From an optimization exercise on the open Yosys and OpenROAD flow, aimed at small area, a short achievable clock period and few clock cycles per item; shortcuts taken in it are not production practice. Only simulation tests tie the RTL to the original design; equivalence was not proved.

$ cat design.v
package mfrs_pkg;
	localparam int WINDOW      = 5;
	localparam int SAMPLE_BITS = 10;
	localparam int REG_W       = 11;
	localparam int VAL_W       = 12;
	localparam int SLOT_W = (WINDOW > 1) ? $clog2(WINDOW) : 1;
	localparam int CNT_W  = $clog2(WINDOW + 1);
	localparam int MEDIAN_RANK = WINDOW / 2;
	localparam int CMP_W    = (SAMPLE_BITS > REG_W) ? SAMPLE_BITS : REG_W;
	localparam int PROD_W   = SAMPLE_BITS + REG_W;
	localparam int DIV_W    = PROD_W + (PROD_W % 2);
	localparam int DIV_STEPS = DIV_W / 2;
	localparam int STEP_W   = $clog2(DIV_STEPS);
	localparam int VAL_MAX_I = 2 ** (VAL_W - 1) - 1;
	localparam int VAL_MIN_MAG = 2 ** (VAL_W - 1);
	localparam int QUEUE_DEPTH = 2;
	localparam int QPTR_W = $clog2(QUEUE_DEPTH);
	localparam int QCNT_W = $clog2(QUEUE_DEPTH + 1);
	localparam int APB_DATA_W = 32;
	localparam int APB_ADDR_W = 5;
	localparam int REG_IDX_W  = 3;
	localparam logic [REG_IDX_W-1:0] REG_INPUT_LOW     = 3'd0;
	localparam logic [REG_IDX_W-1:0] REG_INPUT_HIGH    = 3'd1;
	localparam logic [REG_IDX_W-1:0] REG_OUTPUT_LOW    = 3'd2;
	localparam logic [REG_IDX_W-1:0] REG_OUTPUT_HIGH   = 3'd3;
	localparam logic [REG_IDX_W-1:0] REG_INVERT_ENABLE = 3'd4;
	localparam logic [REG_IDX_W-1:0] REG_DIGITAL_MODE  = 3'd5;
	localparam logic [REG_W-1:0] RST_INPUT_LOW   = 11'd0;
	localparam logic [REG_W-1:0] RST_INPUT_HIGH  = 11'd1024;
	localparam logic [REG_W-1:0] RST_OUTPUT_LOW  = 11'd0;
	localparam logic [REG_W-1:0] RST_OUTPUT_HIGH = 11'd127;
	typedef struct packed {
		logic [REG_W-1:0] input_low;
		logic [REG_W-1:0] input_high;
		logic [REG_W-1:0] output_low;
		logic [REG_W-1:0] output_high;
		logic             invert_enable;
		logic             digital_mode;
	} mfrs_cfg_t;
	localparam logic [1:0] F_IDLE = 2'd0;
	localparam logic [1:0] F_RANK = 2'd1;
	localparam logic [1:0] F_PUSH = 2'd2;
	localparam logic [2:0] B_IDLE = 3'd0;
	localparam logic [2:0] B_MUL  = 3'd1;
	localparam logic [2:0] B_DIV  = 3'd2;
	localparam logic [2:0] B_FIX  = 3'd3;
	localparam logic [2:0] B_OUT  = 3'd4;
endpackage
module mfrs_mul
(
	input  logic [9:0] d,
	input  logic [31:0] k,
	output logic [10:0] ta,
	output logic [10:0] tb,
	output logic        tc,
	output logic        frac
);
	logic [9:0][31:0] pp;
	always_comb begin
		for (int i = 0; i < 10; i++)
			pp[i] = k & {32{d[i]}};
	end
	logic w1;
	logic w2;
	logic w3;
	logic w4;
	logic w5;
	logic w6;
	logic w7;
	logic w8;
	logic w9;
	logic w10;
	logic w11;
	logic w12;
	logic w13;
	logic w14;
	logic w15;
	logic w16;
	logic w17;
	logic w18;
	logic w19;
	logic w20;
	logic w21;
	logic w22;
	logic w23;
	logic w24;
	logic w25;
	logic w26;
	logic w27;
	logic w28;
	logic w29;
	logic w30;
	logic w31;
	logic w32;
	logic w33;
	logic w34;
	logic w35;
	logic w36;
	logic w37;
	logic w38;
	logic w39;
	logic w40;
	logic w41;
	logic w42;
	logic w43;
	logic w44;
	logic w45;
	logic w46;
	logic w47;
	logic w48;
	logic w49;
	logic w50;
	logic w51;
	logic w52;
	logic w53;
	logic w54;
	logic w55;
	logic w56;
	logic w57;
	logic w58;
	logic w59;
	logic w60;
	logic w61;
	logic w62;
	logic w63;
	logic w64;
	logic w65;
	logic w66;
	logic w67;
	logic w68;
	logic w69;
	logic w70;
	logic w71;
	logic w72;
	logic w73;
	logic w74;
	logic w75;
	logic w76;
	logic w77;
	logic w78;
	logic w79;
	logic w80;
	logic w81;
	logic w82;
	logic w83;
	logic w84;
	logic w85;
	logic w86;
	logic w87;
	logic w88;
	logic w89;
	logic w90;
	logic w91;
	logic w92;
	logic w93;
	logic w94;
	logic w95;
	logic w96;
	logic w97;
	logic w98;
	logic w99;
	logic w100;
	logic w101;
	logic w102;
	logic w103;
	logic w104;
	logic w105;
	logic w106;
	logic w107;
	logic w108;
	logic w109;
	logic w110;
	logic w111;
	logic w112;
	logic w113;
	logic w114;
	logic w115;
	logic w116;
	logic w117;
	logic w118;
	logic w119;
	logic w120;
	logic w121;
	logic w122;
	logic w123;
	logic w124;
	logic w125;
	logic w126;
	logic w127;
	logic w128;
	logic w129;
	logic w130;
	logic w131;
	logic w132;
	logic w133;
	logic w134;
	logic w135;
	logic w136;
	logic w137;
	logic w138;
	logic w139;
	logic w140;
	logic w141;
	logic w142;
	logic w143;
	logic w144;
	logic w145;
	logic w146;
	logic w147;
	logic w148;
	logic w149;
	logic w150;
	logic w151;
	logic w152;
	logic w153;
	logic w154;
	logic w155;
	logic w156;
	logic w157;
	logic w158;
	logic w159;
	logic w160;
	logic w161;
	logic w162;
	logic w163;
	logic w164;
	logic w165;
	logic w166;
	logic w167;
	logic w168;
	logic w169;
	logic w170;
	logic w171;
	logic w172;
	logic w173;
	logic w174;
	logic w175;
	logic w176;
	logic w177;
	logic w178;
	logic w179;
	logic w180;
	logic w181;
	logic w182;
	logic w183;
	logic w184;
	logic w185;
	logic w186;
	logic w187;
	logic w188;
	logic w189;
	logic w190;
	logic w191;
	logic w192;
	logic w193;
	logic w194;
	logic w195;
	logic w196;
	logic w197;
	logic w198;
	logic w199;
	logic w200;
	logic w201;
	logic w202;
	logic w203;
	logic w204;
	logic w205;
	logic w206;
	logic w207;
	logic w208;
	logic w209;
	logic w210;
	logic w211;
	logic w212;
	logic w213;
	logic w214;
	logic w215;
	logic w216;
	logic w217;
	logic w218;
	logic w219;
	logic w220;
	logic w221;
	logic w222;
	logic w223;
	logic w224;
	logic w225;
	logic w226;
	logic w227;
	logic w228;
	logic w229;
	logic w230;
	logic w231;
	logic w232;
	logic w233;
	logic w234;
	logic w235;
	logic w236;
	logic w237;
	logic w238;
	logic w239;
	logic w240;
	logic w241;
	logic w242;
	logic w243;
	logic w244;
	logic w245;
	logic w246;
	logic w247;
	logic w248;
	logic w249;
	logic w250;
	logic w251;
	logic w252;
	logic w253;
	logic w254;
	logic w255;
	logic w256;
	logic w257;
	logic w258;
	logic w259;
	logic w260;
	logic w261;
	logic w262;
	logic w263;
	logic w264;
	logic w265;
	logic w266;
	logic w267;
	logic w268;
	logic w269;
	logic w270;
	logic w271;
	logic w272;
	logic w273;
	logic w274;
	logic w275;
	logic w276;
	logic w277;
	logic w278;
	logic w279;
	logic w280;
	logic w281;
	logic w282;
	logic w283;
	logic w284;
	logic w285;
	logic w286;
	logic w287;
	logic w288;
	logic w289;
	logic w290;
	logic w291;
	logic w292;
	logic w293;
	logic w294;
	logic w295;
	logic w296;
	logic w297;
	logic w298;
	logic w299;
	logic w300;
	logic w301;
	logic w302;
	logic w303;
	logic w304;
	logic w305;
	logic w306;
	logic w307;
	logic w308;
	logic w309;
	logic w310;
	logic w311;
	logic w312;
	logic w313;
	logic w314;
	logic w315;
	logic w316;
	logic w317;
	logic w318;
	logic w319;
	logic w320;
	logic w321;
	logic w322;
	logic w323;
	logic w324;
	logic w325;
	logic w326;
	logic w327;
	logic w328;
	logic w329;
	logic w330;
	logic w331;
	logic w332;
	logic w333;
	logic w334;
	logic w335;
	logic w336;
	logic w337;
	logic w338;
	logic w339;
	logic w340;
	logic w341;
	logic w342;
	logic w343;
	logic w344;
	logic w345;
	logic w346;
	logic w347;
	logic w348;
	logic w349;
	logic w350;
	logic w351;
	logic w352;
	logic w353;
	logic w354;
	logic w355;
	logic w356;
	logic w357;
	logic w358;
	logic w359;
	logic w360;
	logic w361;
	logic w362;
	logic w363;
	logic w364;
	logic w365;
	logic w366;
	logic w367;
	logic w368;
	logic w369;
	logic w370;
	logic w371;
	logic w372;
	logic w373;
	logic w374;
	logic w375;
	logic w376;
	logic w377;
	logic w378;
	logic w379;
	logic w380;
	logic w381;
	logic w382;
	logic w383;
	logic w384;
	logic w385;
	logic w386;
	logic w387;
	logic w388;
	logic w389;
	logic w390;
	logic w391;
	logic w392;
	logic w393;
	logic w394;
	logic w395;
	logic w396;
	logic w397;
	logic w398;
	logic w399;
	logic w400;
	logic w401;
	logic w402;
	logic w403;
	logic w404;
	logic w405;
	logic w406;
	logic w407;
	logic w408;
	logic w409;
	logic w410;
	logic w411;
	logic w412;
	logic w413;
	logic w414;
	logic w415;
	logic w416;
	logic w417;
	logic w418;
	logic w419;
	logic w420;
	logic w421;
	logic w422;
	logic w423;
	logic w424;
	assign w1 = pp[0][9] ^ pp[1][8];
	assign w2 = pp[0][9] & pp[1][8];
	assign w3 = pp[0][10] ^ pp[1][9] ^ pp[2][8];
	assign w4 = (pp[0][10] & pp[1][9]) | (pp[0][10] & pp[2][8]) | (pp[1][9] & pp[2][8]);
	assign w5 = pp[0][11] ^ pp[1][10] ^ pp[2][9];
	assign w6 = (pp[0][11] & pp[1][10]) | (pp[0][11] & pp[2][9]) | (pp[1][10] & pp[2][9]);
	assign w7 = pp[0][12] ^ pp[1][11] ^ pp[2][10];
	assign w8 = (pp[0][12] & pp[1][11]) | (pp[0][12] & pp[2][10]) | (pp[1][11] & pp[2][10]);
	assign w9 = pp[0][13] ^ pp[1][12] ^ pp[2][11];
	assign w10 = (pp[0][13] & pp[1][12]) | (pp[0][13] & pp[2][11]) | (pp[1][12] & pp[2][11]);
	assign w11 = pp[0][14] ^ pp[1][13] ^ pp[2][12];
	assign w12 = (pp[0][14] & pp[1][13]) | (pp[0][14] & pp[2][12]) | (pp[1][13] & pp[2][12]);
	assign w13 = pp[0][15] ^ pp[1][14] ^ pp[2][13];
	assign w14 = (pp[0][15] & pp[1][14]) | (pp[0][15] & pp[2][13]) | (pp[1][14] & pp[2][13]);
	assign w15 = pp[0][16] ^ pp[1][15] ^ pp[2][14];
	assign w16 = (pp[0][16] & pp[1][15]) | (pp[0][16] & pp[2][14]) | (pp[1][15] & pp[2][14]);
	assign w17 = pp[0][17] ^ pp[1][16] ^ pp[2][15];
	assign w18 = (pp[0][17] & pp[1][16]) | (pp[0][17] & pp[2][15]) | (pp[1][16] & pp[2][15]);
	assign w19 = pp[0][18] ^ pp[1][17] ^ pp[2][16];
	assign w20 = (pp[0][18] & pp[1][17]) | (pp[0][18] & pp[2][16]) | (pp[1][17] & pp[2][16]);
	assign w21 = pp[0][19] ^ pp[1][18] ^ pp[2][17];
	assign w22 = (pp[0][19] & pp[1][18]) | (pp[0][19] & pp[2][17]) | (pp[1][18] & pp[2][17]);
	assign w23 = pp[0][20] ^ pp[1][19] ^ pp[2][18];
	assign w24 = (pp[0][20] & pp[1][19]) | (pp[0][20] & pp[2][18]) | (pp[1][19] & pp[2][18]);
	assign w25 = pp[0][21] ^ pp[1][20] ^ pp[2][19];
	assign w26 = (pp[0][21] & pp[1][20]) | (pp[0][21] & pp[2][19]) | (pp[1][20] & pp[2][19]);
	assign w27 = pp[0][22] ^ pp[1][21] ^ pp[2][20];
	assign w28 = (pp[0][22] & pp[1][21]) | (pp[0][22] & pp[2][20]) | (pp[1][21] & pp[2][20]);
	assign w29 = pp[0][23] ^ pp[1][22] ^ pp[2][21];
	assign w30 = (pp[0][23] & pp[1][22]) | (pp[0][23] & pp[2][21]) | (pp[1][22] & pp[2][21]);
	assign w31 = pp[0][24] ^ pp[1][23] ^ pp[2][22];
	assign w32 = (pp[0][24] & pp[1][23]) | (pp[0][24] & pp[2][22]) | (pp[1][23] & pp[2][22]);
	assign w33 = pp[0][25] ^ pp[1][24] ^ pp[2][23];
	assign w34 = (pp[0][25] & pp[1][24]) | (pp[0][25] & pp[2][23]) | (pp[1][24] & pp[2][23]);
	assign w35 = pp[0][26] ^ pp[1][25] ^ pp[2][24];
	assign w36 = (pp[0][26] & pp[1][25]) | (pp[0][26] & pp[2][24]) | (pp[1][25] & pp[2][24]);
	assign w37 = pp[0][27] ^ pp[1][26] ^ pp[2][25];
	assign w38 = (pp[0][27] & pp[1][26]) | (pp[0][27] & pp[2][25]) | (pp[1][26] & pp[2][25]);
	assign w39 = pp[0][28] ^ pp[1][27] ^ pp[2][26];
	assign w40 = (pp[0][28] & pp[1][27]) | (pp[0][28] & pp[2][26]) | (pp[1][27] & pp[2][26]);
	assign w41 = pp[0][29] ^ pp[1][28] ^ pp[2][27];
	assign w42 = (pp[0][29] & pp[1][28]) | (pp[0][29] & pp[2][27]) | (pp[1][28] & pp[2][27]);
	assign w43 = pp[0][30] ^ pp[1][29] ^ pp[2][28];
	assign w44 = (pp[0][30] & pp[1][29]) | (pp[0][30] & pp[2][28]) | (pp[1][29] & pp[2][28]);
	assign w45 = pp[0][31] ^ pp[1][30] ^ pp[2][29];
	assign w46 = (pp[0][31] & pp[1][30]) | (pp[0][31] & pp[2][29]) | (pp[1][30] & pp[2][29]);
	assign w47 = pp[0][6] ^ pp[1][5];
	assign w48 = pp[0][6] & pp[1][5];
	assign w49 = pp[0][7] ^ pp[1][6] ^ pp[2][5];
	assign w50 = (pp[0][7] & pp[1][6]) | (pp[0][7] & pp[2][5]) | (pp[1][6] & pp[2][5]);
	assign w51 = pp[3][4] ^ pp[4][3];
	assign w52 = pp[3][4] & pp[4][3];
	assign w53 = pp[0][8] ^ pp[1][7] ^ pp[2][6];
	assign w54 = (pp[0][8] & pp[1][7]) | (pp[0][8] & pp[2][6]) | (pp[1][7] & pp[2][6]);
	assign w55 = pp[3][5] ^ pp[4][4] ^ pp[5][3];
	assign w56 = (pp[3][5] & pp[4][4]) | (pp[3][5] & pp[5][3]) | (pp[4][4] & pp[5][3]);
	assign w57 = pp[6][2] ^ pp[7][1];
	assign w58 = pp[6][2] & pp[7][1];
	assign w59 = w1 ^ pp[2][7] ^ pp[3][6];
	assign w60 = (w1 & pp[2][7]) | (w1 & pp[3][6]) | (pp[2][7] & pp[3][6]);
	assign w61 = pp[4][5] ^ pp[5][4] ^ pp[6][3];
	assign w62 = (pp[4][5] & pp[5][4]) | (pp[4][5] & pp[6][3]) | (pp[5][4] & pp[6][3]);
	assign w63 = pp[7][2] ^ pp[8][1] ^ pp[9][0];
	assign w64 = (pp[7][2] & pp[8][1]) | (pp[7][2] & pp[9][0]) | (pp[8][1] & pp[9][0]);
	assign w65 = w2 ^ w3 ^ pp[3][7];
	assign w66 = (w2 & w3) | (w2 & pp[3][7]) | (w3 & pp[3][7]);
	assign w67 = pp[4][6] ^ pp[5][5] ^ pp[6][4];
	assign w68 = (pp[4][6] & pp[5][5]) | (pp[4][6] & pp[6][4]) | (pp[5][5] & pp[6][4]);
	assign w69 = pp[7][3] ^ pp[8][2] ^ pp[9][1];
	assign w70 = (pp[7][3] & pp[8][2]) | (pp[7][3] & pp[9][1]) | (pp[8][2] & pp[9][1]);
	assign w71 = w4 ^ w5 ^ pp[3][8];
	assign w72 = (w4 & w5) | (w4 & pp[3][8]) | (w5 & pp[3][8]);
	assign w73 = pp[4][7] ^ pp[5][6] ^ pp[6][5];
	assign w74 = (pp[4][7] & pp[5][6]) | (pp[4][7] & pp[6][5]) | (pp[5][6] & pp[6][5]);
	assign w75 = pp[7][4] ^ pp[8][3] ^ pp[9][2];
	assign w76 = (pp[7][4] & pp[8][3]) | (pp[7][4] & pp[9][2]) | (pp[8][3] & pp[9][2]);
	assign w77 = w6 ^ w7 ^ pp[3][9];
	assign w78 = (w6 & w7) | (w6 & pp[3][9]) | (w7 & pp[3][9]);
	assign w79 = pp[4][8] ^ pp[5][7] ^ pp[6][6];
	assign w80 = (pp[4][8] & pp[5][7]) | (pp[4][8] & pp[6][6]) | (pp[5][7] & pp[6][6]);
	assign w81 = pp[7][5] ^ pp[8][4] ^ pp[9][3];
	assign w82 = (pp[7][5] & pp[8][4]) | (pp[7][5] & pp[9][3]) | (pp[8][4] & pp[9][3]);
	assign w83 = w8 ^ w9 ^ pp[3][10];
	assign w84 = (w8 & w9) | (w8 & pp[3][10]) | (w9 & pp[3][10]);
	assign w85 = pp[4][9] ^ pp[5][8] ^ pp[6][7];
	assign w86 = (pp[4][9] & pp[5][8]) | (pp[4][9] & pp[6][7]) | (pp[5][8] & pp[6][7]);
	assign w87 = pp[7][6] ^ pp[8][5] ^ pp[9][4];
	assign w88 = (pp[7][6] & pp[8][5]) | (pp[7][6] & pp[9][4]) | (pp[8][5] & pp[9][4]);
	assign w89 = w10 ^ w11 ^ pp[3][11];
	assign w90 = (w10 & w11) | (w10 & pp[3][11]) | (w11 & pp[3][11]);
	assign w91 = pp[4][10] ^ pp[5][9] ^ pp[6][8];
	assign w92 = (pp[4][10] & pp[5][9]) | (pp[4][10] & pp[6][8]) | (pp[5][9] & pp[6][8]);
	assign w93 = pp[7][7] ^ pp[8][6] ^ pp[9][5];
	assign w94 = (pp[7][7] & pp[8][6]) | (pp[7][7] & pp[9][5]) | (pp[8][6] & pp[9][5]);
	assign w95 = w12 ^ w13 ^ pp[3][12];
	assign w96 = (w12 & w13) | (w12 & pp[3][12]) | (w13 & pp[3][12]);
	assign w97 = pp[4][11] ^ pp[5][10] ^ pp[6][9];
	assign w98 = (pp[4][11] & pp[5][10]) | (pp[4][11] & pp[6][9]) | (pp[5][10] & pp[6][9]);
	assign w99 = pp[7][8] ^ pp[8][7] ^ pp[9][6];
	assign w100 = (pp[7][8] & pp[8][7]) | (pp[7][8] & pp[9][6]) | (pp[8][7] & pp[9][6]);
	assign w101 = w14 ^ w15 ^ pp[3][13];
	assign w102 = (w14 & w15) | (w14 & pp[3][13]) | (w15 & pp[3][13]);
	assign w103 = pp[4][12] ^ pp[5][11] ^ pp[6][10];
	assign w104 = (pp[4][12] & pp[5][11]) | (pp[4][12] & pp[6][10]) | (pp[5][11] & pp[6][10]);
	assign w105 = pp[7][9] ^ pp[8][8] ^ pp[9][7];
	assign w106 = (pp[7][9] & pp[8][8]) | (pp[7][9] & pp[9][7]) | (pp[8][8] & pp[9][7]);
	assign w107 = w16 ^ w17 ^ pp[3][14];
	assign w108 = (w16 & w17) | (w16 & pp[3][14]) | (w17 & pp[3][14]);
	assign w109 = pp[4][13] ^ pp[5][12] ^ pp[6][11];
	assign w110 = (pp[4][13] & pp[5][12]) | (pp[4][13] & pp[6][11]) | (pp[5][12] & pp[6][11]);
	assign w111 = pp[7][10] ^ pp[8][9] ^ pp[9][8];
	assign w112 = (pp[7][10] & pp[8][9]) | (pp[7][10] & pp[9][8]) | (pp[8][9] & pp[9][8]);
	assign w113 = w18 ^ w19 ^ pp[3][15];
	assign w114 = (w18 & w19) | (w18 & pp[3][15]) | (w19 & pp[3][15]);
	assign w115 = pp[4][14] ^ pp[5][13] ^ pp[6][12];
	assign w116 = (pp[4][14] & pp[5][13]) | (pp[4][14] & pp[6][12]) | (pp[5][13] & pp[6][12]);
	assign w117 = pp[7][11] ^ pp[8][10] ^ pp[9][9];
	assign w118 = (pp[7][11] & pp[8][10]) | (pp[7][11] & pp[9][9]) | (pp[8][10] & pp[9][9]);
	assign w119 = w20 ^ w21 ^ pp[3][16];
	assign w120 = (w20 & w21) | (w20 & pp[3][16]) | (w21 & pp[3][16]);
	assign w121 = pp[4][15] ^ pp[5][14] ^ pp[6][13];
	assign w122 = (pp[4][15] & pp[5][14]) | (pp[4][15] & pp[6][13]) | (pp[5][14] & pp[6][13]);
	assign w123 = pp[7][12] ^ pp[8][11] ^ pp[9][10];
	assign w124 = (pp[7][12] & pp[8][11]) | (pp[7][12] & pp[9][10]) | (pp[8][11] & pp[9][10]);
	assign w125 = w22 ^ w23 ^ pp[3][17];
	assign w126 = (w22 & w23) | (w22 & pp[3][17]) | (w23 & pp[3][17]);
	assign w127 = pp[4][16] ^ pp[5][15] ^ pp[6][14];
	assign w128 = (pp[4][16] & pp[5][15]) | (pp[4][16] & pp[6][14]) | (pp[5][15] & pp[6][14]);
	assign w129 = pp[7][13] ^ pp[8][12] ^ pp[9][11];
	assign w130 = (pp[7][13] & pp[8][12]) | (pp[7][13] & pp[9][11]) | (pp[8][12] & pp[9][11]);
	assign w131 = w24 ^ w25 ^ pp[3][18];
	assign w132 = (w24 & w25) | (w24 & pp[3][18]) | (w25 & pp[3][18]);
	assign w133 = pp[4][17] ^ pp[5][16] ^ pp[6][15];
	assign w134 = (pp[4][17] & pp[5][16]) | (pp[4][17] & pp[6][15]) | (pp[5][16] & pp[6][15]);
	assign w135 = pp[7][14] ^ pp[8][13] ^ pp[9][12];
	assign w136 = (pp[7][14] & pp[8][13]) | (pp[7][14] & pp[9][12]) | (pp[8][13] & pp[9][12]);
	assign w137 = w26 ^ w27 ^ pp[3][19];
	assign w138 = (w26 & w27) | (w26 & pp[3][19]) | (w27 & pp[3][19]);
	assign w139 = pp[4][18] ^ pp[5][17] ^ pp[6][16];
	assign w140 = (pp[4][18] & pp[5][17]) | (pp[4][18] & pp[6][16]) | (pp[5][17] & pp[6][16]);
	assign w141 = pp[7][15] ^ pp[8][14] ^ pp[9][13];
	assign w142 = (pp[7][15] & pp[8][14]) | (pp[7][15] & pp[9][13]) | (pp[8][14] & pp[9][13]);
	assign w143 = w28 ^ w29 ^ pp[3][20];
	assign w144 = (w28 & w29) | (w28 & pp[3][20]) | (w29 & pp[3][20]);
	assign w145 = pp[4][19] ^ pp[5][18] ^ pp[6][17];
	assign w146 = (pp[4][19] & pp[5][18]) | (pp[4][19] & pp[6][17]) | (pp[5][18] & pp[6][17]);
	assign w147 = pp[7][16] ^ pp[8][15] ^ pp[9][14];
	assign w148 = (pp[7][16] & pp[8][15]) | (pp[7][16] & pp[9][14]) | (pp[8][15] & pp[9][14]);
	assign w149 = w30 ^ w31 ^ pp[3][21];
	assign w150 = (w30 & w31) | (w30 & pp[3][21]) | (w31 & pp[3][21]);
	assign w151 = pp[4][20] ^ pp[5][19] ^ pp[6][18];
	assign w152 = (pp[4][20] & pp[5][19]) | (pp[4][20] & pp[6][18]) | (pp[5][19] & pp[6][18]);
	assign w153 = pp[7][17] ^ pp[8][16] ^ pp[9][15];
	assign w154 = (pp[7][17] & pp[8][16]) | (pp[7][17] & pp[9][15]) | (pp[8][16] & pp[9][15]);
	assign w155 = w32 ^ w33 ^ pp[3][22];
	assign w156 = (w32 & w33) | (w32 & pp[3][22]) | (w33 & pp[3][22]);
	assign w157 = pp[4][21] ^ pp[5][20] ^ pp[6][19];
	assign w158 = (pp[4][21] & pp[5][20]) | (pp[4][21] & pp[6][19]) | (pp[5][20] & pp[6][19]);
	assign w159 = pp[7][18] ^ pp[8][17] ^ pp[9][16];
	assign w160 = (pp[7][18] & pp[8][17]) | (pp[7][18] & pp[9][16]) | (pp[8][17] & pp[9][16]);
	assign w161 = w34 ^ w35 ^ pp[3][23];
	assign w162 = (w34 & w35) | (w34 & pp[3][23]) | (w35 & pp[3][23]);
	assign w163 = pp[4][22] ^ pp[5][21] ^ pp[6][20];
	assign w164 = (pp[4][22] & pp[5][21]) | (pp[4][22] & pp[6][20]) | (pp[5][21] & pp[6][20]);
	assign w165 = pp[7][19] ^ pp[8][18] ^ pp[9][17];
	assign w166 = (pp[7][19] & pp[8][18]) | (pp[7][19] & pp[9][17]) | (pp[8][18] & pp[9][17]);
	assign w167 = w36 ^ w37 ^ pp[3][24];
	assign w168 = (w36 & w37) | (w36 & pp[3][24]) | (w37 & pp[3][24]);
	assign w169 = pp[4][23] ^ pp[5][22] ^ pp[6][21];
	assign w170 = (pp[4][23] & pp[5][22]) | (pp[4][23] & pp[6][21]) | (pp[5][22] & pp[6][21]);
	assign w171 = pp[7][20] ^ pp[8][19] ^ pp[9][18];
	assign w172 = (pp[7][20] & pp[8][19]) | (pp[7][20] & pp[9][18]) | (pp[8][19] & pp[9][18]);
	assign w173 = w38 ^ w39 ^ pp[3][25];
	assign w174 = (w38 & w39) | (w38 & pp[3][25]) | (w39 & pp[3][25]);
	assign w175 = pp[4][24] ^ pp[5][23] ^ pp[6][22];
	assign w176 = (pp[4][24] & pp[5][23]) | (pp[4][24] & pp[6][22]) | (pp[5][23] & pp[6][22]);
	assign w177 = pp[7][21] ^ pp[8][20] ^ pp[9][19];
	assign w178 = (pp[7][21] & pp[8][20]) | (pp[7][21] & pp[9][19]) | (pp[8][20] & pp[9][19]);
	assign w179 = w40 ^ w41 ^ pp[3][26];
	assign w180 = (w40 & w41) | (w40 & pp[3][26]) | (w41 & pp[3][26]);
	assign w181 = pp[4][25] ^ pp[5][24] ^ pp[6][23];
	assign w182 = (pp[4][25] & pp[5][24]) | (pp[4][25] & pp[6][23]) | (pp[5][24] & pp[6][23]);
	assign w183 = pp[7][22] ^ pp[8][21] ^ pp[9][20];
	assign w184 = (pp[7][22] & pp[8][21]) | (pp[7][22] & pp[9][20]) | (pp[8][21] & pp[9][20]);
	assign w185 = w42 ^ w43 ^ pp[3][27];
	assign w186 = (w42 & w43) | (w42 & pp[3][27]) | (w43 & pp[3][27]);
	assign w187 = pp[4][26] ^ pp[5][25] ^ pp[6][24];
	assign w188 = (pp[4][26] & pp[5][25]) | (pp[4][26] & pp[6][24]) | (pp[5][25] & pp[6][24]);
	assign w189 = pp[7][23] ^ pp[8][22] ^ pp[9][21];
	assign w190 = (pp[7][23] & pp[8][22]) | (pp[7][23] & pp[9][21]) | (pp[8][22] & pp[9][21]);
	assign w191 = w44 ^ w45 ^ pp[3][28];
	assign w192 = (w44 & w45) | (w44 & pp[3][28]) | (w45 & pp[3][28]);
	assign w193 = pp[4][27] ^ pp[5][26] ^ pp[6][25];
	assign w194 = (pp[4][27] & pp[5][26]) | (pp[4][27] & pp[6][25]) | (pp[5][26] & pp[6][25]);
	assign w195 = pp[7][24] ^ pp[8][23] ^ pp[9][22];
	assign w196 = (pp[7][24] & pp[8][23]) | (pp[7][24] & pp[9][22]) | (pp[8][23] & pp[9][22]);
	assign w197 = pp[0][4] ^ pp[1][3];
	assign w198 = pp[0][4] & pp[1][3];
	assign w199 = pp[0][5] ^ pp[1][4] ^ pp[2][3];
	assign w200 = (pp[0][5] & pp[1][4]) | (pp[0][5] & pp[2][3]) | (pp[1][4] & pp[2][3]);
	assign w201 = pp[3][2] ^ pp[4][1];
	assign w202 = pp[3][2] & pp[4][1];
	assign w203 = w47 ^ pp[2][4] ^ pp[3][3];
	assign w204 = (w47 & pp[2][4]) | (w47 & pp[3][3]) | (pp[2][4] & pp[3][3]);
	assign w205 = pp[4][2] ^ pp[5][1] ^ pp[6][0];
	assign w206 = (pp[4][2] & pp[5][1]) | (pp[4][2] & pp[6][0]) | (pp[5][1] & pp[6][0]);
	assign w207 = w48 ^ w49 ^ w51;
	assign w208 = (w48 & w49) | (w48 & w51) | (w49 & w51);
	assign w209 = pp[5][2] ^ pp[6][1] ^ pp[7][0];
	assign w210 = (pp[5][2] & pp[6][1]) | (pp[5][2] & pp[7][0]) | (pp[6][1] & pp[7][0]);
	assign w211 = w50 ^ w52 ^ w53;
	assign w212 = (w50 & w52) | (w50 & w53) | (w52 & w53);
	assign w213 = w55 ^ w57 ^ pp[8][0];
	assign w214 = (w55 & w57) | (w55 & pp[8][0]) | (w57 & pp[8][0]);
	assign w215 = w54 ^ w56 ^ w58;
	assign w216 = (w54 & w56) | (w54 & w58) | (w56 & w58);
	assign w217 = w59 ^ w61 ^ w63;
	assign w218 = (w59 & w61) | (w59 & w63) | (w61 & w63);
	assign w219 = w60 ^ w62 ^ w64;
	assign w220 = (w60 & w62) | (w60 & w64) | (w62 & w64);
	assign w221 = w65 ^ w67 ^ w69;
	assign w222 = (w65 & w67) | (w65 & w69) | (w67 & w69);
	assign w223 = w66 ^ w68 ^ w70;
	assign w224 = (w66 & w68) | (w66 & w70) | (w68 & w70);
	assign w225 = w71 ^ w73 ^ w75;
	assign w226 = (w71 & w73) | (w71 & w75) | (w73 & w75);
	assign w227 = w72 ^ w74 ^ w76;
	assign w228 = (w72 & w74) | (w72 & w76) | (w74 & w76);
	assign w229 = w77 ^ w79 ^ w81;
	assign w230 = (w77 & w79) | (w77 & w81) | (w79 & w81);
	assign w231 = w78 ^ w80 ^ w82;
	assign w232 = (w78 & w80) | (w78 & w82) | (w80 & w82);
	assign w233 = w83 ^ w85 ^ w87;
	assign w234 = (w83 & w85) | (w83 & w87) | (w85 & w87);
	assign w235 = w84 ^ w86 ^ w88;
	assign w236 = (w84 & w86) | (w84 & w88) | (w86 & w88);
	assign w237 = w89 ^ w91 ^ w93;
	assign w238 = (w89 & w91) | (w89 & w93) | (w91 & w93);
	assign w239 = w90 ^ w92 ^ w94;
	assign w240 = (w90 & w92) | (w90 & w94) | (w92 & w94);
	assign w241 = w95 ^ w97 ^ w99;
	assign w242 = (w95 & w97) | (w95 & w99) | (w97 & w99);
	assign w243 = w96 ^ w98 ^ w100;
	assign w244 = (w96 & w98) | (w96 & w100) | (w98 & w100);
	assign w245 = w101 ^ w103 ^ w105;
	assign w246 = (w101 & w103) | (w101 & w105) | (w103 & w105);
	assign w247 = w102 ^ w104 ^ w106;
	assign w248 = (w102 & w104) | (w102 & w106) | (w104 & w106);
	assign w249 = w107 ^ w109 ^ w111;
	assign w250 = (w107 & w109) | (w107 & w111) | (w109 & w111);
	assign w251 = w108 ^ w110 ^ w112;
	assign w252 = (w108 & w110) | (w108 & w112) | (w110 & w112);
	assign w253 = w113 ^ w115 ^ w117;
	assign w254 = (w113 & w115) | (w113 & w117) | (w115 & w117);
	assign w255 = w114 ^ w116 ^ w118;
	assign w256 = (w114 & w116) | (w114 & w118) | (w116 & w118);
	assign w257 = w119 ^ w121 ^ w123;
	assign w258 = (w119 & w121) | (w119 & w123) | (w121 & w123);
	assign w259 = w120 ^ w122 ^ w124;
	assign w260 = (w120 & w122) | (w120 & w124) | (w122 & w124);
	assign w261 = w125 ^ w127 ^ w129;
	assign w262 = (w125 & w127) | (w125 & w129) | (w127 & w129);
	assign w263 = w126 ^ w128 ^ w130;
	assign w264 = (w126 & w128) | (w126 & w130) | (w128 & w130);
	assign w265 = w131 ^ w133 ^ w135;
	assign w266 = (w131 & w133) | (w131 & w135) | (w133 & w135);
	assign w267 = w132 ^ w134 ^ w136;
	assign w268 = (w132 & w134) | (w132 & w136) | (w134 & w136);
	assign w269 = w137 ^ w139 ^ w141;
	assign w270 = (w137 & w139) | (w137 & w141) | (w139 & w141);
	assign w271 = w138 ^ w140 ^ w142;
	assign w272 = (w138 & w140) | (w138 & w142) | (w140 & w142);
	assign w273 = w143 ^ w145 ^ w147;
	assign w274 = (w143 & w145) | (w143 & w147) | (w145 & w147);
	assign w275 = w144 ^ w146 ^ w148;
	assign w276 = (w144 & w146) | (w144 & w148) | (w146 & w148);
	assign w277 = w149 ^ w151 ^ w153;
	assign w278 = (w149 & w151) | (w149 & w153) | (w151 & w153);
	assign w279 = w150 ^ w152 ^ w154;
	assign w280 = (w150 & w152) | (w150 & w154) | (w152 & w154);
	assign w281 = w155 ^ w157 ^ w159;
	assign w282 = (w155 & w157) | (w155 & w159) | (w157 & w159);
	assign w283 = w156 ^ w158 ^ w160;
	assign w284 = (w156 & w158) | (w156 & w160) | (w158 & w160);
	assign w285 = w161 ^ w163 ^ w165;
	assign w286 = (w161 & w163) | (w161 & w165) | (w163 & w165);
	assign w287 = w162 ^ w164 ^ w166;
	assign w288 = (w162 & w164) | (w162 & w166) | (w164 & w166);
	assign w289 = w167 ^ w169 ^ w171;
	assign w290 = (w167 & w169) | (w167 & w171) | (w169 & w171);
	assign w291 = w168 ^ w170 ^ w172;
	assign w292 = (w168 & w170) | (w168 & w172) | (w170 & w172);
	assign w293 = w173 ^ w175 ^ w177;
	assign w294 = (w173 & w175) | (w173 & w177) | (w175 & w177);
	assign w295 = w174 ^ w176 ^ w178;
	assign w296 = (w174 & w176) | (w174 & w178) | (w176 & w178);
	assign w297 = w179 ^ w181 ^ w183;
	assign w298 = (w179 & w181) | (w179 & w183) | (w181 & w183);
	assign w299 = w180 ^ w182 ^ w184;
	assign w300 = (w180 & w182) | (w180 & w184) | (w182 & w184);
	assign w301 = w185 ^ w187 ^ w189;
	assign w302 = (w185 & w187) | (w185 & w189) | (w187 & w189);
	assign w303 = w186 ^ w188 ^ w190;
	assign w304 = (w186 & w188) | (w186 & w190) | (w188 & w190);
	assign w305 = w191 ^ w193 ^ w195;
	assign w306 = (w191 & w193) | (w191 & w195) | (w193 & w195);
	assign w307 = pp[0][3] ^ pp[1][2];
	assign w308 = pp[0][3] & pp[1][2];
	assign w309 = w197 ^ pp[2][2] ^ pp[3][1];
	assign w310 = (w197 & pp[2][2]) | (w197 & pp[3][1]) | (pp[2][2] & pp[3][1]);
	assign w311 = w198 ^ w199 ^ w201;
	assign w312 = (w198 & w199) | (w198 & w201) | (w199 & w201);
	assign w313 = w200 ^ w202 ^ w203;
	assign w314 = (w200 & w202) | (w200 & w203) | (w202 & w203);
	assign w315 = w204 ^ w206 ^ w207;
	assign w316 = (w204 & w206) | (w204 & w207) | (w206 & w207);
	assign w317 = w208 ^ w210 ^ w211;
	assign w318 = (w208 & w210) | (w208 & w211) | (w210 & w211);
	assign w319 = w212 ^ w214 ^ w215;
	assign w320 = (w212 & w214) | (w212 & w215) | (w214 & w215);
	assign w321 = w216 ^ w218 ^ w219;
	assign w322 = (w216 & w218) | (w216 & w219) | (w218 & w219);
	assign w323 = w220 ^ w222 ^ w223;
	assign w324 = (w220 & w222) | (w220 & w223) | (w222 & w223);
	assign w325 = w224 ^ w226 ^ w227;
	assign w326 = (w224 & w226) | (w224 & w227) | (w226 & w227);
	assign w327 = w228 ^ w230 ^ w231;
	assign w328 = (w228 & w230) | (w228 & w231) | (w230 & w231);
	assign w329 = w232 ^ w234 ^ w235;
	assign w330 = (w232 & w234) | (w232 & w235) | (w234 & w235);
	assign w331 = w236 ^ w238 ^ w239;
	assign w332 = (w236 & w238) | (w236 & w239) | (w238 & w239);
	assign w333 = w240 ^ w242 ^ w243;
	assign w334 = (w240 & w242) | (w240 & w243) | (w242 & w243);
	assign w335 = w244 ^ w246 ^ w247;
	assign w336 = (w244 & w246) | (w244 & w247) | (w246 & w247);
	assign w337 = w248 ^ w250 ^ w251;
	assign w338 = (w248 & w250) | (w248 & w251) | (w250 & w251);
	assign w339 = w252 ^ w254 ^ w255;
	assign w340 = (w252 & w254) | (w252 & w255) | (w254 & w255);
	assign w341 = w256 ^ w258 ^ w259;
	assign w342 = (w256 & w258) | (w256 & w259) | (w258 & w259);
	assign w343 = w260 ^ w262 ^ w263;
	assign w344 = (w260 & w262) | (w260 & w263) | (w262 & w263);
	assign w345 = w264 ^ w266 ^ w267;
	assign w346 = (w264 & w266) | (w264 & w267) | (w266 & w267);
	assign w347 = w268 ^ w270 ^ w271;
	assign w348 = (w268 & w270) | (w268 & w271) | (w270 & w271);
	assign w349 = w272 ^ w274 ^ w275;
	assign w350 = (w272 & w274) | (w272 & w275) | (w274 & w275);
	assign w351 = w276 ^ w278 ^ w279;
	assign w352 = (w276 & w278) | (w276 & w279) | (w278 & w279);
	assign w353 = w280 ^ w282 ^ w283;
	assign w354 = (w280 & w282) | (w280 & w283) | (w282 & w283);
	assign w355 = w284 ^ w286 ^ w287;
	assign w356 = (w284 & w286) | (w284 & w287) | (w286 & w287);
	assign w357 = w288 ^ w290 ^ w291;
	assign w358 = (w288 & w290) | (w288 & w291) | (w290 & w291);
	assign w359 = w292 ^ w294 ^ w295;
	assign w360 = (w292 & w294) | (w292 & w295) | (w294 & w295);
	assign w361 = w296 ^ w298 ^ w299;
	assign w362 = (w296 & w298) | (w296 & w299) | (w298 & w299);
	assign w363 = w300 ^ w302 ^ w303;
	assign w364 = (w300 & w302) | (w300 & w303) | (w302 & w303);
	assign w365 = pp[0][2] ^ pp[1][1];
	assign w366 = pp[0][2] & pp[1][1];
	assign w367 = w307 ^ pp[2][1] ^ pp[3][0];
	assign w368 = (w307 & pp[2][1]) | (w307 & pp[3][0]) | (pp[2][1] & pp[3][0]);
	assign w369 = w308 ^ w309 ^ pp[4][0];
	assign w370 = (w308 & w309) | (w308 & pp[4][0]) | (w309 & pp[4][0]);
	assign w371 = w310 ^ w311 ^ pp[5][0];
	assign w372 = (w310 & w311) | (w310 & pp[5][0]) | (w311 & pp[5][0]);
	assign w373 = w312 ^ w313 ^ w205;
	assign w374 = (w312 & w313) | (w312 & w205) | (w313 & w205);
	assign w375 = w314 ^ w315 ^ w209;
	assign w376 = (w314 & w315) | (w314 & w209) | (w315 & w209);
	assign w377 = w316 ^ w317 ^ w213;
	assign w378 = (w316 & w317) | (w316 & w213) | (w317 & w213);
	assign w379 = w318 ^ w319 ^ w217;
	assign w380 = (w318 & w319) | (w318 & w217) | (w319 & w217);
	assign w381 = w320 ^ w321 ^ w221;
	assign w382 = (w320 & w321) | (w320 & w221) | (w321 & w221);
	assign w383 = w322 ^ w323 ^ w225;
	assign w384 = (w322 & w323) | (w322 & w225) | (w323 & w225);
	assign w385 = w324 ^ w325 ^ w229;
	assign w386 = (w324 & w325) | (w324 & w229) | (w325 & w229);
	assign w387 = w326 ^ w327 ^ w233;
	assign w388 = (w326 & w327) | (w326 & w233) | (w327 & w233);
	assign w389 = w328 ^ w329 ^ w237;
	assign w390 = (w328 & w329) | (w328 & w237) | (w329 & w237);
	assign w391 = w330 ^ w331 ^ w241;
	assign w392 = (w330 & w331) | (w330 & w241) | (w331 & w241);
	assign w393 = w332 ^ w333 ^ w245;
	assign w394 = (w332 & w333) | (w332 & w245) | (w333 & w245);
	assign w395 = w334 ^ w335 ^ w249;
	assign w396 = (w334 & w335) | (w334 & w249) | (w335 & w249);
	assign w397 = w336 ^ w337 ^ w253;
	assign w398 = (w336 & w337) | (w336 & w253) | (w337 & w253);
	assign w399 = w338 ^ w339 ^ w257;
	assign w400 = (w338 & w339) | (w338 & w257) | (w339 & w257);
	assign w401 = w340 ^ w341 ^ w261;
	assign w402 = (w340 & w341) | (w340 & w261) | (w341 & w261);
	assign w403 = w342 ^ w343 ^ w265;
	assign w404 = (w342 & w343) | (w342 & w265) | (w343 & w265);
	assign w405 = w344 ^ w345 ^ w269;
	assign w406 = (w344 & w345) | (w344 & w269) | (w345 & w269);
	assign w407 = w346 ^ w347 ^ w273;
	assign w408 = (w346 & w347) | (w346 & w273) | (w347 & w273);
	assign w409 = w348 ^ w349 ^ w277;
	assign w410 = (w348 & w349) | (w348 & w277) | (w349 & w277);
	assign w411 = w350 ^ w351 ^ w281;
	assign w412 = (w350 & w351) | (w350 & w281) | (w351 & w281);
	assign w413 = w352 ^ w353 ^ w285;
	assign w414 = (w352 & w353) | (w352 & w285) | (w353 & w285);
	assign w415 = w354 ^ w355 ^ w289;
	assign w416 = (w354 & w355) | (w354 & w289) | (w355 & w289);
	assign w417 = w356 ^ w357 ^ w293;
	assign w418 = (w356 & w357) | (w356 & w293) | (w357 & w293);
	assign w419 = w358 ^ w359 ^ w297;
	assign w420 = (w358 & w359) | (w358 & w297) | (w359 & w297);
	assign w421 = w360 ^ w361 ^ w301;
	assign w422 = (w360 & w361) | (w360 & w301) | (w361 & w301);
	assign w423 = w362 ^ w363 ^ w305;
	assign w424 = (w362 & w363) | (w362 & w305) | (w363 & w305);
	logic [31:0] ra, rb;
	assign ra = {w422, w420, w418, w416, w414, w412, w410, w408, w406, w404, w402, w400, w398, w396, w394, w392, w390, w388, w386, w384, w382, w380, w378, w376, w374, w372, w370, w368, w366, w365, pp[0][1], pp[0][0]};
	assign rb = {w423, w421, w419, w417, w415, w413, w411, w409, w407, w405, w403, w401, w399, w397, w395, w393, w391, w389, w387, w385, w383, w381, w379, w377, w375, w373, w371, w369, w367, pp[2][0], pp[1][0], 1'b0};
	logic [21:0] lo_sum;
	logic [20:0] lo_x, lo_o;
	assign lo_sum = {1'b0, ra[20:0]} + {1'b0, rb[20:0]};
	assign lo_x   = ra[20:0] ^ rb[20:0];
	assign lo_o   = {ra[19:0] | rb[19:0], 1'b0};
	assign frac   = (lo_x != lo_o);
	assign ta     = ra[31:21];
	assign tb     = rb[31:21];
	assign tc     = lo_sum[21];
endmodule
import mfrs_pkg::*;
module median_filter_range_scaler
(
	input  logic                  clk,
	input  logic                  arst_n,
	input  logic                  sample_valid,
	output logic                  sample_ready,
	input  logic [SAMPLE_BITS-1:0] sample,
	output logic                  result_valid,
	input  logic                  result_ready,
	output logic [SAMPLE_BITS-1:0] result_filtered,
	output logic signed [VAL_W-1:0] result_value,
	output logic                  result_valid_res,
	input  logic                  psel,
	input  logic                  penable,
	input  logic                  pwrite,
	input  logic [APB_ADDR_W-1:0] paddr,
	input  logic [APB_DATA_W-1:0] pwdata,
	output logic [APB_DATA_W-1:0] prdata,
	output logic                  pready
);
	localparam int KSTEPS = 2;
	localparam int KXW    = 32;
	localparam int KCYC   = KXW / KSTEPS;
	mfrs_pkg::mfrs_cfg_t cfg_q;
	logic [REG_IDX_W-1:0] reg_idx;
	logic                 cfg_wr;
	assign pready  = 1'b1;
	assign reg_idx = paddr[APB_ADDR_W-1:2];
	assign cfg_wr  = psel && penable && pwrite;
	always_comb begin
		unique case (reg_idx)
			REG_INPUT_LOW:     prdata = APB_DATA_W'(cfg_q.input_low);
			REG_INPUT_HIGH:    prdata = APB_DATA_W'(cfg_q.input_high);
			REG_OUTPUT_LOW:    prdata = APB_DATA_W'(cfg_q.output_low);
			REG_OUTPUT_HIGH:   prdata = APB_DATA_W'(cfg_q.output_high);
			REG_INVERT_ENABLE: prdata = APB_DATA_W'(cfg_q.invert_enable);
			REG_DIGITAL_MODE:  prdata = APB_DATA_W'(cfg_q.digital_mode);
			default:           prdata = '0;
		endcase
	end
	always_ff @(posedge clk or negedge arst_n) begin
		if (!arst_n) begin
			cfg_q.input_low     <= RST_INPUT_LOW;
			cfg_q.input_high    <= RST_INPUT_HIGH;
			cfg_q.output_low    <= RST_OUTPUT_LOW;
			cfg_q.output_high   <= RST_OUTPUT_HIGH;
			cfg_q.invert_enable <= 1'b0;
			cfg_q.digital_mode  <= 1'b0;
		end else if (cfg_wr) begin
			unique case (reg_idx)
				REG_INPUT_LOW:     cfg_q.input_low     <= pwdata[REG_W-1:0];
				REG_INPUT_HIGH:    cfg_q.input_high    <= pwdata[REG_W-1:0];
				REG_OUTPUT_LOW:    cfg_q.output_low    <= pwdata[REG_W-1:0];
				REG_OUTPUT_HIGH:   cfg_q.output_high   <= pwdata[REG_W-1:0];
				REG_INVERT_ENABLE: cfg_q.invert_enable <= pwdata[0];
				REG_DIGITAL_MODE:  cfg_q.digital_mode  <= pwdata[0];
				default: ;
			endcase
		end
	end
	logic [REG_W-1:0] den_q;     
	logic             neg_q;     
	logic             szero_q;   
	logic [REG_W:0]   out_span;
	assign out_span = {1'b0, cfg_q.output_high} - {1'b0, cfg_q.output_low};
	always_ff @(posedge clk) begin
		den_q   <= cfg_q.input_high - cfg_q.input_low;
		neg_q   <= out_span[REG_W];
		szero_q <= (cfg_q.input_high == cfg_q.input_low);
	end
	logic en;
	logic out_valid_q;
	logic kbusy_q;
	logic kready;
	assign en           = !out_valid_q || result_ready;
	assign sample_ready = en && kready;
	logic take;
	assign take = sample_valid && sample_ready;
	logic [REG_W-1:0] kr_q;
	logic [KXW-1:0]   kx_q;
	logic [4:0]       kcnt_q;
	logic             kpend_q;
	logic             kwr;
	logic [REG_W-1:0] kr_n;
	logic [KXW-1:0]   kx_n;
	logic [REG_W-1:0] kmag, kdm1;
	assign kwr = cfg_wr && !reg_idx[2];
	assign kready = !kbusy_q || (!kpend_q && (kcnt_q >= 5'(KCYC - 2)));
	always_comb begin
		kmag = out_span[REG_W] ? REG_W'(-out_span) : out_span[REG_W-1:0];
		kdm1 = cfg_q.input_high - cfg_q.input_low - 1'b1;
	end
	always_comb begin
		logic [REG_W:0]   t;
		logic [REG_W+1:0] dif;
		kr_n = kr_q;
		kx_n = kx_q;
		for (int k = 0; k < KSTEPS; k++) begin
			t    = {kr_n, kx_n[KXW-1]};
			dif  = {1'b0, t} - {2'b00, den_q};
			kx_n = {kx_n[KXW-2:0], !dif[REG_W+1]};
			kr_n = dif[REG_W+1] ? t[REG_W-1:0] : dif[REG_W-1:0];
		end
	end
	always_ff @(posedge clk or negedge arst_n) begin
		if (!arst_n) begin
			kpend_q <= 1'b1;
			kbusy_q <= 1'b1;
			kcnt_q  <= '0;
		end else begin
			kpend_q <= kwr;
			if (kwr) begin
				kbusy_q <= 1'b1;
				kcnt_q  <= '0;
			end else if (kbusy_q && !kpend_q) begin
				kcnt_q <= kcnt_q + 1'b1;
				if (kcnt_q == 5'(KCYC - 1)) kbusy_q <= 1'b0;
			end
		end
	end
	always_ff @(posedge clk) begin
		if (kpend_q) begin
			kr_q <= '0;
			kx_q <= {kmag, 10'b0, out_span[REG_W] ? REG_W'(0) : kdm1};
		end else if (kbusy_q) begin
			kr_q <= kr_n;
			kx_q <= kx_n;
		end
	end
	logic [4:0][SAMPLE_BITS-1:0] win_q;
	logic [4:0][4:0]             ord_q;
	logic [3:0]                  le;      
	always_comb begin
		for (int j = 0; j < 4; j++)
			le[j] = (sample <= win_q[j]);
	end
	always_ff @(posedge clk or negedge arst_n) begin
		if (!arst_n) begin
			win_q <= '0;
			ord_q <= '1;
		end else if (take) begin
			win_q <= {win_q[3:0], sample};
			for (int i = 0; i < 4; i++)
				for (int j = i + 1; j < 4; j++)
					ord_q[i + 1][j + 1] <= ord_q[i][j];
			for (int j = 0; j < 4; j++)
				ord_q[0][j + 1] <= le[j];
		end
	end
	logic v1_q;
	always_ff @(posedge clk or negedge arst_n) begin
		if (!arst_n) v1_q <= 1'b0;
		else if (en) v1_q <= take;
	end
	logic [4:0]             pick;
	logic [SAMPLE_BITS-1:0] med1;
	function automatic logic two_of_four(input logic [3:0] b);
		two_of_four = ((3'(b[0]) + 3'(b[1]) + 3'(b[2]) + 3'(b[3])) == 3'd2);
	endfunction
	always_comb begin
		logic [3:0] bef;
		for (int i = 0; i < 5; i++) begin
			for (int j = 0; j < 4; j++) begin
				if (j < i) bef[j] = ord_q[j][i];
				else       bef[j] = !ord_q[i][j + 1];
			end
			pick[i] = two_of_four(bef);
		end
		med1 = '0;
		for (int i = 0; i < 5; i++)
			med1 = med1 | (win_q[i] & {SAMPLE_BITS{pick[i]}});
	end
	logic                   va_q;
	logic                   inra_q;
	logic [SAMPLE_BITS-1:0] meda_q;
	logic [SAMPLE_BITS-1:0] offa_q;
	always_ff @(posedge clk or negedge arst_n) begin
		if (!arst_n) va_q <= 1'b0;
		else if (en) va_q <= v1_q;
	end
	always_ff @(posedge clk) begin
		if (en) begin
			inra_q <= ({1'b0, med1} >= cfg_q.input_low) && ({1'b0, med1} <= cfg_q.input_high) && !szero_q;
			meda_q <= med1;
			offa_q <= med1 - SAMPLE_BITS'(cfg_q.input_low);
		end
	end
	logic [REG_W-1:0] ta2, tb2;
	logic             tc2, frac2;
	mfrs_mul u_mul (
		.d    (offa_q),
		.k    (kx_q),
		.ta   (ta2),
		.tb   (tb2),
		.tc   (tc2),
		.frac (frac2)
	);
	logic                   pv;
	logic                   inrp_q;
	logic [SAMPLE_BITS-1:0] medp_q;
	logic [REG_W-1:0]       tap_q, tbp_q;
	logic                   tcp_q, fracp_q;
	always_ff @(posedge clk or negedge arst_n) begin
		if (!arst_n) pv <= 1'b0;
		else if (en) pv <= va_q;
	end
	always_ff @(posedge clk) begin
		if (en) begin
			inrp_q  <= inra_q;
			medp_q  <= meda_q;
			tap_q   <= ta2;
			tbp_q   <= tb2;
			tcp_q   <= tc2;
			fracp_q <= frac2;
		end
	end
	logic                    scl;
	logic [SAMPLE_BITS-1:0]  medf;
	logic [REG_W-1:0]        quo;
	logic                    rnz;
	logic [VAL_W:0]          xa, xb, xs, zs;
	logic                    xc;
	logic signed [VAL_W-1:0] fval;
	logic                    fvres;
	always_comb begin
		scl  = inrp_q;
		medf = medp_q;
		quo  = tap_q + tbp_q + REG_W'(tcp_q);
		rnz  = fracp_q;
		xa   = (neg_q && !cfg_q.invert_enable) ? ~{2'b00, quo} : {2'b00, quo};
		xb   = !cfg_q.invert_enable ? '0 :
		       neg_q ? {2'b00, cfg_q.output_high} : ~{2'b00, cfg_q.output_high};
		xc   = neg_q ? (cfg_q.invert_enable ? rnz : !rnz) : cfg_q.invert_enable;
		xs   = xa + xb + (VAL_W + 1)'(xc);
		zs   = {2'b00, cfg_q.output_high} - {2'b00, quo};
		if (cfg_q.digital_mode) begin
			fval  = (medf != '0) ? VAL_W'(1) : VAL_W'(-1);
			fvres = 1'b1;
		end else if (scl) begin
			if (!cfg_q.invert_enable)
				fval = xs[VAL_W-1:0];
			else if (!neg_q)
				fval = xs[VAL_W] ? zs[VAL_W-1:0] : xs[VAL_W-1:0];
			else
				fval = (xs[VAL_W] || xs[VAL_W-1]) ? VAL_W'(VAL_MAX_I) : xs[VAL_W-1:0];
			fvres = 1'b1;
		end else begin
			fval  = VAL_W'(-1);
			fvres = 1'b0;
		end
	end
	logic [SAMPLE_BITS-1:0]  out_filt_q;
	logic signed [VAL_W-1:0] out_value_q;
	logic                    out_vres_q;
	always_ff @(posedge clk or negedge arst_n) begin
		if (!arst_n) out_valid_q <= 1'b0;
		else if (en) out_valid_q <= pv;
	end
	always_ff @(posedge clk) begin
		if (en) begin
			out_filt_q  <= medf;
			out_value_q <= fval;
			out_vres_q  <= fvres;
		end
	end
	assign result_valid     = out_valid_q;
	assign result_filtered  = out_filt_q;
	assign result_value     = out_value_q;
	assign result_valid_res = out_vres_q;
endmodule
$ cat run.sh
#!/bin/bash
# synth_recipe.tcl (not shown) runs the flow's synth.tcl, then flattens the netlist and writes it again
# the make line also repeats each setting of config.mk as NAME=value (left out here)
make -C /OpenROAD-flow-scripts/flow DESIGN_CONFIG=/design/flow/config.mk WORK_HOME=/design/flow/orfs CLKGATE_MAP_FILE= SYNTH_SCRIPT=/design/flow/synth_recipe.tcl finish
$ cat config.mk
export PLATFORM = sky130hd
export DESIGN_NAME = median_filter_range_scaler
export DESIGN_NICKNAME = median_filter_range_scaler
export VERILOG_FILES = /design/flow/design.v
export SDC_FILE = /design/flow/constraint.sdc
export NUM_CORES = 4
export LEC_CHECK = 0
export CAP_MARGIN = 20
export CORE_MARGIN = 2
export CORE_UTILIZATION = 40
export PLACE_DENSITY = 0.6
export SLEW_MARGIN = 20
$ cat constraint.sdc
create_clock -name core_clock -period 7.5 [get_ports {clk}]
set_input_delay 1.5000 -clock core_clock [delete_from_list [all_inputs] [get_ports {clk}]]
set_output_delay 1.5000 -clock core_clock [all_outputs]
set_load 0.01 [all_outputs]
==> results of run 1 <==
## layout make-up
cell class	instances	area [sq um]
repair buffers	89	825.8
inverters	358	1344
clock buffers	38	779.5
multi-input cells	1707	14910
fillers	5545	31980
clock inverters	14	226.5
well taps	765	957.2
flip-flops and latches	252	6666
diodes	2	5.005
## sequential cells by signal, indices dropped and copies added (netlist names), 5 cells and up
name	count
offa_q	10
meda_q	10
ord_q	10
tbp_q	11
kcnt_q	5
out_value_q	12
medp_q	10
tap_q	11
cfg_q	46
kx_q	32
den_q	11
out_filt_q	10
win_q	50
kr_q	11
## kinds of logic (layout without fill, tap and decap cells)
kind of cell	after synthesis	after routing	synth area share, %
adders and majority gates	408	408	28.64
muxes	81	81	4.345
and+or+nand+nor	686	686	14.69
AOI/OAI and AO/OA	371	371	10.38
xor gates and xnor gates	139	139	5.342
DFF	252	252	28.55
buffers and inverters	473	499	8.015
other	2	24	0.03216
## through the flow
stage / utilization [%] / instances
2_1_floorplan: - / 2432
3_3_place_gp: 42.82 / 3171
3_5_place_dp: 42.82 / 3171
4_1_cts: 44.57 / 3223
5_1_grt: 44.56 / 3224
6_report: 44.57 / 3225
## Yosys cell counts, types with 6 or more instances
master,number
nand2_1,234
nand4_1,19
a221oi_1,6
nand3_1,32
o31ai_1,7
ha_1,197
a21o_1,37
nor3b_1,8
and2_1,180
o21ai_1,6
a22oi_1,22
a22o_1,11
edfxtp_1,101
dfstp_2,20
clkbuf_1,80
nor2b_1,33
xor2_1,46
xnor2_1,91
buf_1,9
mux4_2,11
nor2_1,106
o21ai_0,110
dfxtp_1,34
o21a_1,19
a21oi_1,57
nor4_1,6
buf_4,23
inv_1,358
dfrtp_1,97
nand2b_1,16
fa_1,211
nor3_1,22
mux2_2,51
a211oi_1,11
o22ai_1,7
o211ai_1,9
mux2i_1,17
a31oi_1,19
## routing by layer
layer | up-vias | global-route usage [%]
met3 | 120 | 3.296
li1 | 7944 | -
met5 | - | 0
met1 | 8273 | 24.35
met4 | 4 | 5.793
met2 | 350 | 32.68
## worst min path at each step
stage,to,cells past startpoint,start,slack (ns)
CTS,medp_q[4]$_DFFE_PP_,0,meda_q[4]$_DFFE_PP_,0.42
detailed placement,medp_q[6]$_DFFE_PP_,0,meda_q[6]$_DFFE_PP_,0.41
finish,medp_q[7]$_DFFE_PP_,0,meda_q[7]$_DFFE_PP_,0.42
global placement,medp_q[8]$_DFFE_PP_,0,meda_q[8]$_DFFE_PP_,0.40
floorplan,inrp_q$_DFFE_PP_,0,inra_q$_DFFE_PP_,0.40
global route,medp_q[4]$_DFFE_PP_,0,meda_q[4]$_DFFE_PP_,0.42
## layout by cell type (no fill, tap or decap), types with 8 or more instances in the layout
master / count
nand2b_1: 15
dfxtp_1: 34
ha_1: 197
a21o_1: 37
inv_1: 358
dfstp_2: 20
a22o_1: 11
nand2_1: 233
xor2_1: 46
o211ai_1: 9
dfrtp_1: 97
a211oi_1: 11
conb_1: 22
a31oi_1: 19
mux2_2: 51
and2_1: 180
nor3_1: 22
nand4_1: 19
xnor2_1: 91
nor3b_1: 8
clkbuf_16: 29
buf_4: 24
a21oi_1: 57
nand3_1: 32
mux4_2: 11
clkdlybuf4s50_1: 64
o21ai_0: 110
edfxtp_1: 101
nor2_1: 105
mux2i_1: 17
nor2b_1: 33
o21a_1: 19
a22oi_1: 22
fa_1: 211
## worst reg2reg max path, delay by kind of cell (launching register included)
kind,cells,cell delay [ns]
AO/OA/AOI/OAI,3,1.17
adder cells (fa/ha/maj),6,2.75
buffers and inverters,2,0.40
flip-flops,1,0.65
AND/OR/NAND/NOR,4,0.53
==> impl_metrics.tcl, run 1 <==
set metrics [dict create \
    dieHeight_um 245.6 \
    cp_top_family "adder cells" \
    met2WireLength_um 27110 \
    postCtsHoldBufs 0 \
    cp-start-kind "register" \
    cp_cell_sequence "buf_4, and2_1, fa_1, fa_1, fa_1, inv_1, fa_1, fa_1, ha_1, and3_1, nand3_1, nor2_1, a2111oi_0, o311ai_0, a221o_1" \
    hold_ws_ns 0.4155 \
    nets 2898 \
    cts_tree "built" \
    drtAntennaViolNets 0 \
    tns_ns 0 \
    r2r_setup_slack_ns 1.76 \
    finalSetupViolCount 0 \
    clockBufferDepth 3 \
    grt_max_degree 95 \
    cp-end-kind "register" \
    synthFlopType "edfxtp_1" \
    firstDrtPassIters 5 \
    hold_violations 0 \
    core_sq_um 57700 \
    period_share_pct 76.60 \
    synth_largest_type_area_fraction_pct 18.09 \
    rows 88 \
    drc_errors 0 \
    arrival_ns 6.04 \
    startpoint "offa_q[2]$_DFFE_PP_" \
    globalplace.congestion 0.8983 \
    crit_path_max_fanout 19 \
    synth_cells 2412 \
    cts_root_buffer "clkbuf_16" \
    via_per_inst 5.176 \
    numCtsBuffers 28 \
    worst_slew_pin_slew_ns 0.9758 \
    crit_required_ns 7.79 \
    syn_to_final_growth_pct 10.11 \
    cts.sinks 252 \
    worst_path_most_repeated_cell "fa_1" \
    ys_seq_area_share_pct 28.55 \
    rr_worst_depth 15 \
    cts.clk_slew.worst_paths_ns 0.06 \
    portBuffers 66 \
    ios 112 \
    fmax_mhz 174.1 \
    wl_met1_um 24570 \
    path_buf_inv 2 \
    drive_above_1_share_pct 6.998 \
    drtIter0Drc 799 \
    relSlewSlack_pct 34.95 \
    yosys.area.top_type "fa_1" \
    finalCriticalPeriod_ns 5.745 \
    vias 16690 \
    ys_types 82 \
    stdcell_area_sq_um 25710 \
    first_global_vias 17760 \
    syn_area_sq_um 23350 \
    status "complete, no violations" \
    skew_ns 0.06259 \
    post-dp-hpwl_um 42470 \
    drt_wl_total_um 56060 \
    critical_path_depth 15 \
    wl_met3_um 2521 \
    cts.htree.levels 1 \
    max_cap_viol_count 0 \
    ys_top_cells_by_area "fa_1, edfxtp_1, ha_1, dfrtp_1, inv_1" \
    cp_slowest_cell "edfxtp_1" \
    grt_overflow 0 \
    critPathKind "register to register" \
    ys_warn_count 2 \
    dieArea_sq_um 60330 \
    die_x_um 245.6 \
    post_cts_buffers 0 \
    synth.avg_cell_area_sq_um 9.682 \
    rr_endpoint "tcp_q$_DFFE_PP_" \
    initial_core_util_pct 40.48 \
    rsz0062_at_grt "false" \
    cts_resized 0 \
    highest_layer "met5" \
    worstSetupEndpoint "tcp_q$_DFFE_PP_" \
    drv_slew 0 \
    synth_edf_count 101 \
    r2r_start "offa_q[2]$_DFFE_PP_" \
    insertion_delay_ns 0.61 \
    wire_per_inst_um 17.38 \
    grt_usage_pct 19.00 \
    hold_path.class "register to register" \
    place_area_sq_um 24710 \
    setup_ws_ns 1.755 \
    antenna_found_initial 4 \
    cp_slowest_stage_delay_ns 0.65 \
    dpl_worst_slack_ns 1.687 \
    synth_seq_cells 252 \
    ys_async_sr_fraction_pct 46.43 \
    grt_pass1_wl_um 91980 \
]
Testbench counts, summed over its fixed seeds: cycles 4,224, items 3,840.
==> inputs of run 2 (changes only) <==
--- a/config.mk
+++ b/config.mk
@@ -9,4 +9,5 @@
 export CORE_MARGIN = 2
 export CORE_UTILIZATION = 40
 export PLACE_DENSITY = 0.6
+export SETUP_SLACK_MARGIN = 2.0
 export SLEW_MARGIN = 20
==> run 2 against run 1 <==
Final cell count up 0.31%. Die area is the same. Critical endpoint is now prdata[6]. Sequential share of layout area down 0.13 points. Worst setup slack gained 0.38 ns. Critical path depth fell by 11.
==> impl_metrics.tcl, run 2 <==
set metrics [dict create \
    cp_slowest_stage_delay_ns 1.07 \
    insertion_delay_ns 0.61 \
    synth_largest_type_area_fraction_pct 18.09 \
    status "complete, no violations" \
    cp_cell_sequence "clkdlybuf4s50_1, mux4_2, nor2b_1, clkdlybuf4s50_1" \
    initial_core_util_pct 40.48 \
    rsz0062_at_grt "false" \
    synth_cells 2412 \
    antenna_found_initial 4 \
    cts.clk_slew.worst_paths_ns 0.06 \
    highest_layer "met5" \
    crit_required_ns 6.00 \
    post-dp-hpwl_um 42470 \
    grt_pass1_wl_um 92030 \
    met2WireLength_um 27220 \
    ys_async_sr_fraction_pct 46.43 \
    yosys.area.top_type "fa_1" \
    ys_top_cells_by_area "fa_1, edfxtp_1, ha_1, dfrtp_1, inv_1" \
    drtAntennaViolNets 0 \
    cts.sinks 252 \
    portBuffers 66 \
    crit_path_max_fanout 17 \
    arrival_ns 3.86 \
    layout_common_cells "inv_1, nand2_1, fa_1, ha_1, and2_1" \
    fmax_mhz 186.5 \
    die_x_um 245.6 \
    drtIter0Drc 794 \
    dieHeight_um 245.6 \
    synth_seq_cells 252 \
    grt_usage_pct 19.01 \
    critPathKind "input port to output pin" \
    drive_above_1_share_pct 7.577 \
    grt_overflow 0 \
    ys_seq_area_share_pct 28.55 \
    largest_register "win_q" \
    syn_to_final_growth_pct 10.64 \
    cts.htree.levels 1 \
    drv_slew 0 \
    skew_ns 0.05945 \
    dieArea_sq_um 60330 \
    wl_met3_um 2559 \
    worst_path_most_repeated_cell "clkdlybuf4s50_1" \
    ios 112 \
    grt_max_degree 95 \
    cp_slowest_cell "clkdlybuf4s50_1" \
    nets 2908 \
    yosysMostFrequentCell "inv_1" \
    numCtsBuffers 28 \
    cp_top_family "buffers and inverters" \
    max_cap_viol_count 0 \
    finalSetupViolCount 0 \
    ys_types 82 \
    stdcell_area_sq_um 25840 \
    synthFlopType "edfxtp_1" \
    cts_root_buffer "clkbuf_16" \
    top_regs "win_q (50), cfg_q (46), kx_q (32)" \
    ys_warn_count 2 \
    synth.avg_cell_area_sq_um 9.682 \
    cp-end-kind "output pin" \
    syn_area_sq_um 23350 \
    place_area_sq_um 24710 \
    cts_tree "built" \
    synthTopCellsByCount "inv_1, nand2_1, fa_1, ha_1, and2_1" \
    final_common_cell "inv_1" \
    globalplace.congestion 0.8983 \
    synth_edf_count 101 \
    vias 16720 \
    core_sq_um 57700 \
    drc_errors 0 \
    path_buf_inv 2 \
]
run 2: cell counts after synthesis:
Identical to the previous run, type by type.
run 2: per-stage QoR:
stage | util (%) | hold slack [ns] | instances | setup WS [ns]
finish | 44.78 | 0.4153 | 3235 | 2.137
global route | 44.78 | 0.4249 | 3234 | 2.016
CTS | 44.60 | 0.4195 | 3225 | 1.987
detailed placement | 42.82 | 0.4052 | 3171 | 1.687
global placement | 42.82 | 0.4047 | 3171 | 1.769
floorplan | - | 0.4003 | 2432 | 2.120
run 2: what timing repair did:
item,in CTS,in global routing
setup endpoints to repair,8,14
pin swaps,1,4
cloned,0,0
setup buffers,2,8
hold buffers,0,0
resized for setup,2,11
run 2: worst paths after layout:
kind                                      start                       end  slack [ns]  depth (start not counted)
max                                    paddr[3]                 prdata[6]        2.14                          4
min                         meda_q[7]$_DFFE_PP_       medp_q[7]$_DFFE_PP_        0.42                          0
max reg2reg                cfg_q[1]$_DFFE_PN0P_  out_value_q[5]$_DFFE_PP_        2.29                         13
min reg2reg                 meda_q[7]$_DFFE_PP_       medp_q[7]$_DFFE_PP_        0.42                          0
max in group asynchronous                arst_n      cfg_q[1]$_DFFE_PN0P_        5.23                          2
min in group asynchronous                arst_n     win_q[12]$_DFFE_PN0P_        0.94                          1
run 2: cells by family after synthesis:
group                      after synthesis  synth area share, %
and+or+nand+nor                        686                14.69
buffers and inverters                  473                8.015
adders and majority gates              408                28.64
AOI/OAI and AO/OA                      371                10.38
DFF                                    252                28.55
xor gates and xnor gates               139                5.342
muxes                                   81                4.345
other                                    2              0.03216
run 2: layout make-up:
type	count	area, sq um
antenna	2	5.005
clock buffer	38	779.5
clock inverter	14	226.5
fill	5545	31860
inverter	358	1344
multi-input combinational	1707	14940
sequential	252	6666
tap	765	957.2
timing repair buffer	99	920.9
run 2: routing by layer:
metal  track usage, %  vias up
met1            24.36     8313
met3            3.296      109
met5                0        -
met2            32.70      332
li1                 -     7960
met4            5.793        4

-- static timing again, ports no longer ideal --
In the flow no input, the clock included, has a driving cell. The finished layouts below were timed again as built, in two steps.
Step 1 assumes that a clkbuf_16 drives the clock port and a buf_2 every other input.
Step 2 moves the port delays by t, midway between the first and last clock arrival at a register: inputs arrive t later, outputs are due t later. That takes back most of the time a late clock gives input paths.
a / b / c = no drivers / after step 1 / after step 2; a / b = the first two.
run	t, ns	slack for setup (ns)	worst hold slack (ns)	worst setup path after step 2	slew at the worst register clock pin (ns)
run 1	0.639	1.755 / 1.755 / 1.755	0.415 / 0.415 / 0.415	register to register	0.07 / 0.07
run 2	0.636	2.137 / 2.114 / 2.114	0.415 / 0.415 / 0.415	input to output	0.07 / 0.07
After both steps setup and hold are still met in every run listed. For run 2, which loses most, drivers alone change the setup slack by -0.023 ns; drivers and shift together by -0.023 ns.
